What follows belongs to an exercise in optimizing a design on an open flow for small area, a short achievable clock period and few clock cycles; a production flow would make more cautious choices.
RTL that was checked went through simulation tests only; none was proved equivalent to the original.
Power and IR drop assume default switching activity.

## orange
==> flow/design.v (excerpt) <==
module access_rights_table_unit
#(
  parameter int unsigned ENTRIES      = art_pkg::ENTRIES_DEF,
  parameter int unsigned MAX_SUBJECTS = art_pkg::MAX_SUBJECTS_DEF,
  parameter int unsigned MAX_OBJECTS  = art_pkg::MAX_OBJECTS_DEF
) (
  input  logic             clk_i,
  input  logic             rst_ni,
  input  logic             cfg_we_i,
  input  logic             cfg_idx_i,
  input  logic [art_pkg::CFG_W-1:0] cfg_data_i,
  input  logic             s_axis_tvalid,
  output logic             s_axis_tready,
  input  logic [15:0]      s_axis_tdata,   
  output logic             m_axis_tvalid,
  input  logic             m_axis_tready,
  output logic [31:0]      m_axis_tdata,   
  output logic             m_axis_tlast
);
Size: about 800 flip-flops, ~62 I/O pins, roughly 46000 um^2 of cells after synthesis.
==> flow/config.mk <==
export PLATFORM = sky130hd
export DESIGN_NAME = access_rights_table_unit
export DESIGN_NICKNAME = access_rights_table_unit
export VERILOG_FILES = /design/flow/design.v
export SDC_FILE = /design/flow/constraint.sdc
export NUM_CORES = 4
export LEC_CHECK = 0
export CAP_MARGIN = 20
export CORE_MARGIN = 2
export CORE_UTILIZATION = 40
export PLACE_DENSITY = 0.6
export SETUP_SLACK_MARGIN = 3.0
export SLEW_MARGIN = 20
==> flow/constraint.sdc <==
create_clock -name core_clock -period 8.0 [get_ports {clk_i}]
set_input_delay 1.6000 -clock core_clock [delete_from_list [all_inputs] [get_ports {clk_i}]]
set_output_delay 1.6000 -clock core_clock [all_outputs]
set_load 0.01 [all_outputs]
run.sh (not shown) runs the stock make flow with config.mk's settings and CLKGATE_MAP_FILE= SYNTH_SCRIPT=/design/flow/synth_recipe.tcl, a recipe that flattens the netlist after the stock synthesis.
Testbench counts of orange, summed over its fixed seeds: cycles 7,894.
### orange -> red
# orange
export LEC_CHECK = 0
export CAP_MARGIN = 20
export CORE_MARGIN = 2
export CORE_UTILIZATION = 40
export PLACE_DENSITY = 0.6
export SETUP_SLACK_MARGIN = 3.0
export SLEW_MARGIN = 20
create_clock -name core_clock -period 8.0 [get_ports {clk_i}]
# red
export LEC_CHECK = 0
export CAP_MARGIN = 20
export CORE_MARGIN = 2
export CORE_UTILIZATION = 40
export CTS_BUF_LIST = sky130_fd_sc_hd__clkbuf_4 sky130_fd_sc_hd__clkbuf_8
export CTS_CLUSTER_SIZE = 20
export PLACE_DENSITY = 0.6
export SETUP_SLACK_MARGIN = 3.5
export SLEW_MARGIN = 20
create_clock -name core_clock -period 8.0 [get_ports {clk_i}]
### Flow results
- red against orange: final net count now larger, sequential share of cell area dropped 3.5 points, minimum clock period after layout fell 260 ps, total power climbed 960 uW, peak fanout along the critical path down 7.
- red vs. orange: total power per unit cell area down about 2.6%, via count up 1985, design area up 4800 um^2, share of total power consumed by net switching up 2.2 points.
- red ended up with multi-input gates as its biggest cell category by area in the final layout; orange ended up with flip-flops and latches.

access_rights_table_unit, a different RTL version from the one above (not shown whole).
Size in the first run: ~5700 cells after synthesis, ~940 flip-flops, roughly 62 I/O pins, ~51000 sq um of cells after synthesis.
==> flow/design.v (excerpt) <==
module access_rights_table_unit
#(
  parameter int unsigned ENTRIES      = art_pkg::ENTRIES_DEF,
  parameter int unsigned MAX_SUBJECTS = art_pkg::MAX_SUBJECTS_DEF,
  parameter int unsigned MAX_OBJECTS  = art_pkg::MAX_OBJECTS_DEF
) (
  input  logic             clk_i,
  input  logic             rst_ni,
  input  logic             cfg_we_i,
  input  logic             cfg_idx_i,
  input  logic [art_pkg::CFG_W-1:0] cfg_data_i,
  input  logic             s_axis_tvalid,
  output logic             s_axis_tready,
  input  logic [15:0]      s_axis_tdata,   
  output logic             m_axis_tvalid,
  input  logic             m_axis_tready,
  output logic [31:0]      m_axis_tdata,   
  output logic             m_axis_tlast
);
  localparam int N = 64;
  logic        sv_q, v1_q, v2_q;
  logic [12:0] sc_q, c1_q, c2_q;     
  logic        push, pop, adv, ld1;
  logic [12:0] n1;
  assign s_axis_tready = !sv_q;
  assign push = s_axis_tvalid && !sv_q;
  assign adv  = v1_q && (!v2_q || pop);
  assign ld1  = !v1_q || adv;
  assign n1   = sv_q ? sc_q : s_axis_tdata[12:0];
  logic [3:0] cs, co;
  logic [1:0] cm;
  assign cs = c2_q[6:3];
  assign co = c2_q[10:7];
  assign cm = c2_q[12:11];
  logic m_add, m_rem, m_new, m_del, m_occ, m_list;    
  logic sub_ok_q;                    
  logic [3:0] subj_q [0:N-1];
  logic [3:0] obj_q  [0:N-1];
  logic [1:0] rts_q  [0:N-1];
  logic [N-1:0] seq_q, oeq_q;        
  logic [6:0] count_q;
  logic [15:0] pres_q;               
  logic [15:0] gone_q;
  logic [15:0] allow_q;              
  logic [4:0] added_q, init_q, objs_q;
  logic       dany_q;                
  logic [6:0] ptr_q;                 
  logic        o0v_q, o0l_q, o1v_q, o1l_q;
  logic [27:0] o0d_q, o1d_q;
  logic step;
  assign step = v2_q && !o1v_q;
  logic [N-1:0] valid;
  always_comb
    for (int i = 0; i < N; i++) valid[i] = (rts_q[i] != 2'b00);
  logic [N-1:0] sh;
  logic [7:0]   gall, gpre;
  always_comb begin
    for (int g = 0; g < 8; g++) gall[g] = &valid[8*g +: 8];
    gpre[0] = 1'b1;
    for (int g = 1; g < 8; g++) gpre[g] = gpre[g-1] & gall[g-1];
    for (int i = 0; i < N; i++) begin
      sh[i] = gpre[i / 8];
  ...
export LEC_CHECK = 0
export CAP_MARGIN = 20
export CORE_MARGIN = 2
export CORE_UTILIZATION = 40
export PLACE_DENSITY = 0.6
export SETUP_SLACK_MARGIN = 3.0
export SLEW_MARGIN = 20
create_clock -name core_clock -period 8.0 [get_ports {clk_i}]
Edit:
SETUP_SLACK_MARGIN = 3.5   (was 3.0)
The new run finished clean.
Via count is higher by 2.4%.
Final cell count increases by 1.9%.
Power climbs by 3.6%.
Worst setup slack improves by 0.33 ns.
Routed wire length rises by 1.3%.
Final area goes up by 5.2%.
Sequential cell count does not change.
First-iteration DRC count increases by 18%.
Critical path depth is higher by 4.
Utilization came out higher by 2.4 points.
Worst hold slack stays flat.
Function was not checked in any run of this note: the RTL went through the layout flow alone.

Another version of the RTL of access_rights_table_unit (not shown whole).
For scale: about 3900 cells after synthesis, roughly 770 flip-flops, roughly 62 I/O pins, roughly 43000 um^2 of cells after synthesis.
Settings: LEC_CHECK=0, CAP_MARGIN=20, CORE_MARGIN=2, CORE_UTILIZATION=45, CTS_CLUSTER_DIAMETER=80, CTS_CLUSTER_SIZE=30, PLACE_DENSITY=0.65, SETUP_SLACK_MARGIN=3.3, SLEW_MARGIN=20; clock period 8.0 ns.
Testbench counts at the start, summed over its fixed seeds: cycles 7,924.
Change:
- CORE_UTILIZATION: 45 -> 40
- PLACE_DENSITY: 0.65 -> 0.6
- SETUP_SLACK_MARGIN: 3.3 -> 3.4
After rerunning:
- The new run completed without violations
- final cell count is higher by a few percent
- utilization is lower by 5.5 points
- sequential power is about the same
- synthesized cell count is unchanged
- global-route usage is lower by 2.9 points
- design area is higher slightly
- sequential share of layout area is lower by 0.26 points
- count of clock-buffer cells in the layout is higher by 4
- via count is lower slightly
- fmax is higher slightly
- critical path depth is lower by 2

Another version of the RTL of access_rights_table_unit (not shown whole).
Size in the first run: about 4,100 cells after synthesis, roughly 790 flip-flops, ~62 I/O pins.
// access_rights_table_unit
module access_rights_table_unit
#(
  parameter int unsigned ENTRIES      = art_pkg::ENTRIES_DEF,
  parameter int unsigned MAX_SUBJECTS = art_pkg::MAX_SUBJECTS_DEF,
  parameter int unsigned MAX_OBJECTS  = art_pkg::MAX_OBJECTS_DEF
) (
  input  logic             clk_i,
  input  logic             rst_ni,
  input  logic             cfg_we_i,
  input  logic             cfg_idx_i,
  input  logic [art_pkg::CFG_W-1:0] cfg_data_i,
  input  logic             s_axis_tvalid,
  output logic             s_axis_tready,
  input  logic [15:0]      s_axis_tdata,   
  output logic             m_axis_tvalid,
  input  logic             m_axis_tready,
  output logic [31:0]      m_axis_tdata,   
  output logic             m_axis_tlast
);
clock: 8.0 ns
lec_check: 0
cap_margin: 20
core_margin: 2
core_utilization: 40
place_density: 0.6
setup_slack_margin: 3.0
slew_margin: 20
The starting point finished with timing, DRC and antenna clean.
Rerun with:
ABC_AREA = 1   (was default)
Effect: Die area came out higher by roughly a tenth; synthesized area came out higher by roughly a tenth; non-clock buffer count came out lower by 132; combinational power came out higher by a few percent.
No functional check of the RTL was part of any run of this note.

== 11-09 ==
access_rights_table_unit, a different RTL version from the one above (not shown whole).
Size in the first run: roughly 3900 cells after synthesis, roughly 43000 µm² of cells after synthesis.
make LEC_CHECK=0 CAP_MARGIN=20 CORE_MARGIN=2 CORE_UTILIZATION=40 CTS_CLUSTER_DIAMETER=80 CTS_CLUSTER_SIZE=30 PLACE_DENSITY=0.6 SETUP_SLACK_MARGIN=3.45 SLEW_MARGIN=20 finish   # period 8.0 ns
#### Input delta (01-01 over 11-09)
Settings: a change of SETUP_SLACK_MARGIN from 3.45 to 3.3.
## What came out
- Between 01-01 and 11-09, the die area figures differ only marginally.
- Comparing 11-09 and 01-01, the higher count of fill cells added during filler insertion is on 01-01.
- Summary: with 11-09 as the reference, power in 01-01 moved up slightly.
- 01-01: arrival time of the worst setup path lower than 11-09
- In the flow results for 11-09 and 01-01, the clock buffer count is smaller on 11-09.
- Per the comparison of 01-01 with 11-09, wire length decreased about 2.6%; average wire per standard cell decreased about 1.9%; worst supply voltage drop on vdd decreased 0.000074 V; timing-limited maximum frequency essentially unchanged; pin count of the biggest net entering global routing decreased about 13%.
Function was not checked in any run of this note: the RTL went through the layout flow alone.

## the previous run
access_rights_table_unit, a different RTL version from the one above (not shown whole).
Size in the first run: ~4000 cells after synthesis, ~760 flip-flops, roughly 62 I/O pins, about 44000 µm² of cells after synthesis.
Settings: LEC_CHECK=0, CAP_MARGIN=20, CORE_MARGIN=2, CORE_UTILIZATION=60, PLACE_DENSITY=0.75, SETUP_SLACK_MARGIN=3.0, SLEW_MARGIN=20; clock period 8.0 ns.
--- input diff the previous run..the current run ---
- a change of PLACE_DENSITY from 0.75 to 0.6
- a change of CORE_UTILIZATION from 60 to 40
Findings:
The combined area of the multi-input logic cells was comparable across the current run and the previous run.
[the current run] global-route wire length before repair rose about 3.5% relative to the previous run
Per the comparison of the current run with the previous run, area of all placed cells without fillers went up about 2.6%; overall power went up 1.1%; detailed-route wire length went up 3.5%.
Number of cell instances on the worst register-to-register path in the current run is 1 above the previous run.
No run of this note included a check of the RTL's function; only the layout flow was run.

Another version of the RTL of access_rights_table_unit (not shown whole).
Size: roughly 4100 cells after synthesis, roughly 62 I/O pins, about 44000 µm² of cells after synthesis.
make LEC_CHECK=0 ABC_CLOCK_PERIOD_IN_PS=5000 CAP_MARGIN=20 CORE_MARGIN=2 CORE_UTILIZATION=40 PLACE_DENSITY=0.6 SETUP_SLACK_MARGIN=3.0 SLEW_MARGIN=20 finish   # period 8.0 ns
The first run produced a clean layout.
Change:
ABC_CLOCK_PERIOD_IN_PS = default   (was 5000)
Via count is unchanged.
Worst setup slack does not change.
Count of clock-buffer cells in the layout is unchanged.
Design area stays the same.
No functional check of the RTL was part of any run of this note.

raven:
access_rights_table_unit, a different RTL version from the one above (not shown whole).
Size in the first run: about 4000 cells after synthesis, about 0.044 mm² of cells after synthesis.
==> flow/config.mk <==
export PLATFORM = sky130hd
export DESIGN_NAME = access_rights_table_unit
export DESIGN_NICKNAME = access_rights_table_unit
export VERILOG_FILES = /design/flow/design.v
export SDC_FILE = /design/flow/constraint.sdc
export NUM_CORES = 4
export LEC_CHECK = 0
export CAP_MARGIN = 20
export CORE_MARGIN = 2
export CORE_UTILIZATION = 40
export CTS_CLUSTER_DIAMETER = 80
export CTS_CLUSTER_SIZE = 30
export PLACE_DENSITY = 0.6
export SETUP_SLACK_MARGIN = 3.3
export SLEW_MARGIN = 20
==> flow/constraint.sdc <==
create_clock -name core_clock -period 8.0 [get_ports {clk_i}]
set_input_delay 1.6000 -clock core_clock [delete_from_list [all_inputs] [get_ports {clk_i}]]
set_output_delay 1.6000 -clock core_clock [all_outputs]
set_load 0.01 [all_outputs]
raven: done, clean on timing, DRC and antenna
diff inputs: raven => amber
Settings: a change of CORE_UTILIZATION from 40 to 55; a change of PLACE_DENSITY from 0.6 to 0.7.
## What came out
amber vs raven, DRC marker count from the first detailed-route iteration went up by about 8%.
Looking at amber and raven, the total setup violations reported at the end of the flow is a wash.
Summary of amber over raven: pin count of the biggest net entering global routing now sits higher; count of cells along the worst register-to-register path now sits higher; core outline area now sits lower; post-layout total power now sits lower.
Summary — post-route minimum period, amber relative to raven: higher, by 0.039 ns.
Per the comparison of amber with raven, clock-buffer cell count increased by about 10% relative to the old numbers; routed wire length stayed essentially flat.
Going from raven to amber, die area shrank by 0.030 mm², via-per-instance ratio grew by 8.6%.
diff inputs: amber => sierra
Settings: a change of PLACE_DENSITY from 0.7 to 0.6; a change of SETUP_SLACK_MARGIN from 3.3 to 3.5; a change of CORE_UTILIZATION from 55 to 40.
==> comparison <==
sierra: PASS, flow complete, no timing, DRC or antenna violations
Synthesized cell count: amber vs sierra, no meaningful difference
Compared with amber, sierra shows fill cell total of the finished layout that has gone up by more than half.
Area: sierra vs amber -> sierra larger
sierra vs amber: initial antenna violation count down
Met2 global-route usage: sierra vs amber down 15 points
Compared with amber, in sierra final core utilization dropped 15 points, required time of the worst setup path up 0.07 ns, highest fanout seen on the critical path saw an increase.
The number of buffers outside the clock class in the layout reported for sierra is greater than that of amber by 20%.
Compared with amber, in sierra met2 wire length moved up, via count went up by about 2.1%.
No functional check of the RTL was part of any run of this note.

## port drivers added, routing unchanged
No port has a modelled driver above. Below, the same layouts with a new extraction and two added sets of constraints.
Step 1: set_driving_cell puts a clkbuf_16 on clk_i and a buf_2 on each other input, an assumption about the parent block.
Step 2, shift: input delay + t, output delay - t, t = (earliest + latest rising clock arrival at the registers) / 2. This alone moves slack from input paths to output paths.
a / b / c = no drivers / after step 1 / after step 2; a / b = the first two.
| run | shift t [ns] | setup WS [ns] | worst setup path after step 2 | pins driven straight from the clock port |
|---|---|---|---|---|
| orange | 0.758 | 2.980 / 2.980 / 2.980 | register to register | 1 |
| red | 0.925 | 3.236 / 3.236 / 3.201 | input to register | 1 |
| the first run of note 2 | 0.764 | 2.955 / 2.955 / 2.915 | input to register | 1 |
| the second run of note 2 | 0.772 | 3.282 / 3.282 / 2.839 | input to register | 1 |
| the first run of note 3 | 0.712 | 3.123 / 3.123 / 2.755 | input to register | 1 |
| the second run of note 3 | 0.748 | 3.167 / 3.167 / 2.745 | input to register | 1 |
| the first run of note 4 | 0.755 | 2.961 / 2.961 / 2.961 | register to register | 1 |
| the second run of note 4 | 0.792 | 3.094 / 3.094 / 2.888 | input to register | 1 |
| 11-09 | 0.750 | 3.195 / 3.195 / 2.839 | input to register | 1 |
| 01-01 | 0.730 | 3.198 / 3.198 / 2.859 | input to register | 1 |
| the previous run | 0.732 | 2.899 / 2.899 / 2.364 | input to register | 1 |
| the current run | 0.768 | 2.977 / 2.977 / 2.412 | input to register | 1 |
| the first run of note 7 | 0.757 | 2.982 / 2.982 / 2.429 | input to register | 1 |
| the second run of note 7 | 0.757 | 2.982 / 2.982 / 2.429 | input to register | 1 |
| raven | 0.748 | 3.168 / 3.168 / 2.732 | input to register | 1 |
| amber | 0.710 | 3.128 / 3.128 / 2.879 | input to register | 1 |
| sierra | 0.757 | 3.242 / 3.242 / 2.778 | input to register | 1 |
After both steps setup and hold are still met in every run listed. For the current run, which loses most, drivers alone change the setup slack by 0.000 ns; drivers and shift together by -0.565 ns.
